Context: an optimization exercise on an open-source flow, tuned for small area. The choices shown serve that exercise and are no tape-out recipe. Where RTL was checked, it was by simulation tests only, not by an equivalence proof against the original. Power figures rest on the tool's default switching activity, not on a simulated workload.

==> run a: inputs <==
## icache_ctrl_unit_mb
module icache_ctrl_unit_mb #(
    parameter int NB_BANKS  = 8,
    parameter int NB_CORES  = 8,
    parameter int ID_WIDTH  = 9,
    parameter int CNT_WIDTH = 16
) (
    input  logic                  clk_i,
    input  logic                  rst_ni,
    input  logic                  bus_req_i,
    input  logic [31:0]           bus_add_i,
    input  logic                  bus_wen_i,
    input  logic [31:0]           bus_wdata_i,
    input  logic [3:0]            bus_be_i,
    input  logic [ID_WIDTH-1:0]   bus_id_i,
    output logic                  bus_gnt_o,
    output logic                  bus_r_valid_o,
    output logic                  bus_r_opc_o,
    output logic [ID_WIDTH-1:0]   bus_r_id_o,
    output logic [31:0]           bus_r_rdata_o,
    output logic [NB_BANKS-1:0]   bypass_req_o,
    input  logic [NB_BANKS-1:0]   bypass_ack_i,
    output logic [NB_BANKS-1:0]   flush_req_o,
    input  logic [NB_BANKS-1:0]   flush_ack_i,
    output logic                  sel_flush_req_o,
    output logic [31:0]           sel_flush_addr_o,
    input  logic                  sel_flush_ack_i,
    input  logic [NB_CORES-1:0]   hit_evt_i,
    input  logic [NB_CORES-1:0]   trans_evt_i,
    output logic [2:0]            state_dbg
);
    logic [2:0]           state;
    logic                 cnt_en;
    logic                 r_valid_q;
    logic                 r_opc_q;
    logic                 r_bad_q;
    logic [ID_WIDTH-1:0]  r_id_q;
    logic [15:0]          r_lo_q;
    logic [15:0]          lo_d;
    logic [CNT_WIDTH-1:0] cnt_rdata;
  ...
==> flow/config.mk <==
export PLATFORM = sky130hd
export DESIGN_NAME = icache_ctrl_unit_mb
export DESIGN_NICKNAME = icache_ctrl_unit_mb
export VERILOG_FILES = /design/flow/design.v
export SDC_FILE = /design/flow/constraint.sdc
export NUM_CORES = 4
export LEC_CHECK = 0
export ABC_AREA = 1
export CAP_MARGIN = 20
export CORE_MARGIN = 2
export CORE_UTILIZATION = 40
export SLEW_MARGIN = 20
export SYNTH_HIERARCHICAL = 1
==> flow/constraint.sdc <==
create_clock -name core_clock -period 6.0 [get_ports {clk_i}]
set_input_delay 1.2000 -clock core_clock [delete_from_list [all_inputs] [get_ports {clk_i}]]
set_output_delay 1.2000 -clock core_clock [all_outputs]
set_load 0.01 [all_outputs]
standard.sh (not shown) runs the stock make flow with config.mk's settings and CLKGATE_MAP_FILE= SYNTH_SCRIPT=/design/flow/synth_recipe.tcl, a recipe that flattens the netlist after the stock synthesis.
==> flow/flow/run.sh <==
#!/bin/bash
# The standard layout (bash standard.sh), with three changes to how it is made:
#  - synthesis maps with an area-only ABC script (flow/abc_area.script: amap, no buffering or
#    upsizing), so the single-gate modules of the RTL map onto single cells;
#  - the port buffers are buf_1 cells;
#  - the clock tree is built from small clock buffers.
# Each step's output goes to a log file of its own in this folder.
set -euo pipefail
here=$(pwd)
rm -rf "$here/scripts_own"
cp -r "$FLOW_HOME/scripts" "$here/scripts_own"
cp "$here/flow/abc_area.script" "$here/scripts_own/abc_area.script"
export SCRIPTS_DIR="$here/scripts_own"
export BUFFER_PORTS_ARGS="-buffer_cell sky130_fd_sc_hd__buf_1"
export CTS_ARGS="-sink_clustering_enable -repair_clock_nets -buf_list sky130_fd_sc_hd__clkbuf_4"
bash standard.sh > "$here/standard_flow.log" 2>&1
==> flow/flow/abc_area.script <==
strash
dch
amap
topo
stime -c
==> run b: changes against run a <==
--- a/flow/design.v
+++ b/flow/design.v
@@ -137,17 +137,17 @@
     input  logic [NB_CORES-1:0]   trans_evt_i,
     output logic [2:0]            state_dbg
 );
     logic [2:0]           state;
     logic                 cnt_en;
     logic                 r_valid_q;
     logic                 r_opc_q;
-    logic                 r_bad_q;
     logic [ID_WIDTH-1:0]  r_id_q;
-    logic [15:0]          r_lo_q;
+    logic [31:0]          x_q;
+    logic [31:0]          x_d;
     logic [15:0]          lo_d;
     logic [CNT_WIDTH-1:0] cnt_rdata;
     logic [CNT_WIDTH-1:0] cnt_rd_x, cnt_rd_y;
     logic [2*NB_CORES-1:0] cnt_sel;
     logic [5:0]           idx;
     logic                 idle, w_byp, w_fl, w_sel, done;
     logic                 wr, rd;
@@ -202,15 +202,16 @@
     assign clear_cnt   = wr_clr | ~rst_ni;
     assign clear_cnt_n = ~clear_cnt;
     assign unused_bits = ^{bus_be_i, bus_add_i[31:8], bus_add_i[1:0]};
     assign bus_gnt_o       = idle & bus_req_i;
     assign bus_r_valid_o   = r_valid_q;
     assign bus_r_opc_o     = r_opc_q;
     assign bus_r_id_o      = r_id_q;
-    assign bus_r_rdata_o   = {r_bad_q ? 16'hBADD : 16'h0, r_lo_q};
+    assign bus_r_rdata_o   = x_q;
+    assign sel_flush_addr_o = x_q;
     assign sel_flush_req_o = w_sel;
     assign state_dbg       = state;
     always_ff @(posedge clk_i or negedge rst_ni) begin
         if (!rst_ni) begin
             state        <= 3'd0;
             bypass_req_o <= '1;
             flush_req_o  <= '0;
@@ -223,20 +224,20 @@
             r_valid_q <= (idle & bus_req_i & ~wr_hs) | (w_byp & byp_match) | (w_fl & fl_done)
                        | (w_sel & sel_flush_ack_i);
             if (wr_en) bypass_req_o <= ~bus_wdata_i[NB_BANKS-1:0];
             flush_req_o <= wr_fl ? bus_wdata_i[NB_BANKS-1:0] : fl_next;
             if (wr_cen) cnt_en <= bus_wdata_i[0];
         end
     end
+    assign x_d = ({32{wr_sel}} & bus_wdata_i)
+               | {(rd & bad) ? 16'hBADD : 16'h0, lo_d | 16'(cnt_rdata)};
     always_ff @(posedge clk_i) begin
         r_opc_q <= wr & ~(wr_hs | wr_clr | wr_cen);
-        r_bad_q <= rd & bad;
-        r_lo_q  <= lo_d | 16'(cnt_rdata);
         if (idle) r_id_q <= bus_id_i;
-        if (!w_sel) sel_flush_addr_o <= bus_wdata_i;
+        x_q <= x_d | ({32{w_sel & ~sel_flush_ack_i}} & x_q);
     end
     icache_stat_cnt_bank #(
         .NB_CORES  (NB_CORES),
         .CNT_WIDTH (CNT_WIDTH)
     ) u_cnt (
         .clk_i     (clk_i),
         .clear     (clear_cnt),
--- a/flow/flow/run.sh
+++ b/flow/flow/run.sh
@@ -8,9 +8,9 @@
 set -euo pipefail
 here=$(pwd)
 rm -rf "$here/scripts_own"
 cp -r "$FLOW_HOME/scripts" "$here/scripts_own"
 cp "$here/flow/abc_area.script" "$here/scripts_own/abc_area.script"
 export SCRIPTS_DIR="$here/scripts_own"
 export BUFFER_PORTS_ARGS="-buffer_cell sky130_fd_sc_hd__buf_1"
-export CTS_ARGS="-sink_clustering_enable -repair_clock_nets -buf_list sky130_fd_sc_hd__clkbuf_4"
+export CTS_ARGS="-sink_clustering_enable -repair_clock_nets -dont_use_dummy_load -buf_list sky130_fd_sc_hd__clkbuf_4 -sink_clustering_size 10 -sink_clustering_max_diameter 40"
 bash standard.sh > "$here/standard_flow.log" 2>&1
CORE_UTILIZATION = 60   (was 40)
PLACE_DENSITY = 0.72   (was default)
==> notes <==
- Run b completed without violations. Run a produced a clean layout.
- Of run b and run a, run a has the higher register-to-register slack (gap 160 ps).
- Of run b and run a, run a has the higher area after synthesis (gap 1.7%, measured against run a).
- Between run a and run b, the lower synthesized cell count is in run a (gap 3.5%, measured against run b).
- Of run a and run b, run a has the higher clock power (gap 100%, measured against run b).
- In run a the count of clock-buffer cells in the layout is higher than in run b, by 95.
- Global-route usage: run b is higher than run a (9.8 points).
- Hold slack: run b is better than run a (12 ps).
- In run b the first-iteration DRC count is higher than in run a, by about 15%.
- Against run a, the combinational power of run b is higher by 16%.
The RTL of run b was laid out without a check of its function.

==> what the ideal ports hide <==
Ports are ideal in the flow. The routed layouts listed here were re-timed in OpenROAD. Step 1 sets driving cells, clkbuf_16 on the clock port and buf_2 on the other inputs (assumed; they add their load-dependent delay and slew). Step 2, shift: input delay + t, output delay - t, t = (earliest + latest rising clock arrival at the registers) / 2. This alone moves slack from input paths to output paths. a / b / c = ideal ports / drivers / drivers and shift; a / b = the first two.
run | t (ns) | slack for setup (ns) | hold WS [ns] | clock arrival spread, ns
run a | 0.750 | 1.737 / 1.737 / 1.184 | 0.455 / 0.448 / 0.522 | 0.057 / 0.057
run b | 0.681 | 1.581 / 1.581 / 1.371 | 0.467 / 0.467 / 0.467 | 0.069 / 0.069
After both steps every run listed still meets setup and hold. For run a, which loses most, drivers alone change the setup slack by 0.000 ns; drivers and shift together by -0.553 ns.
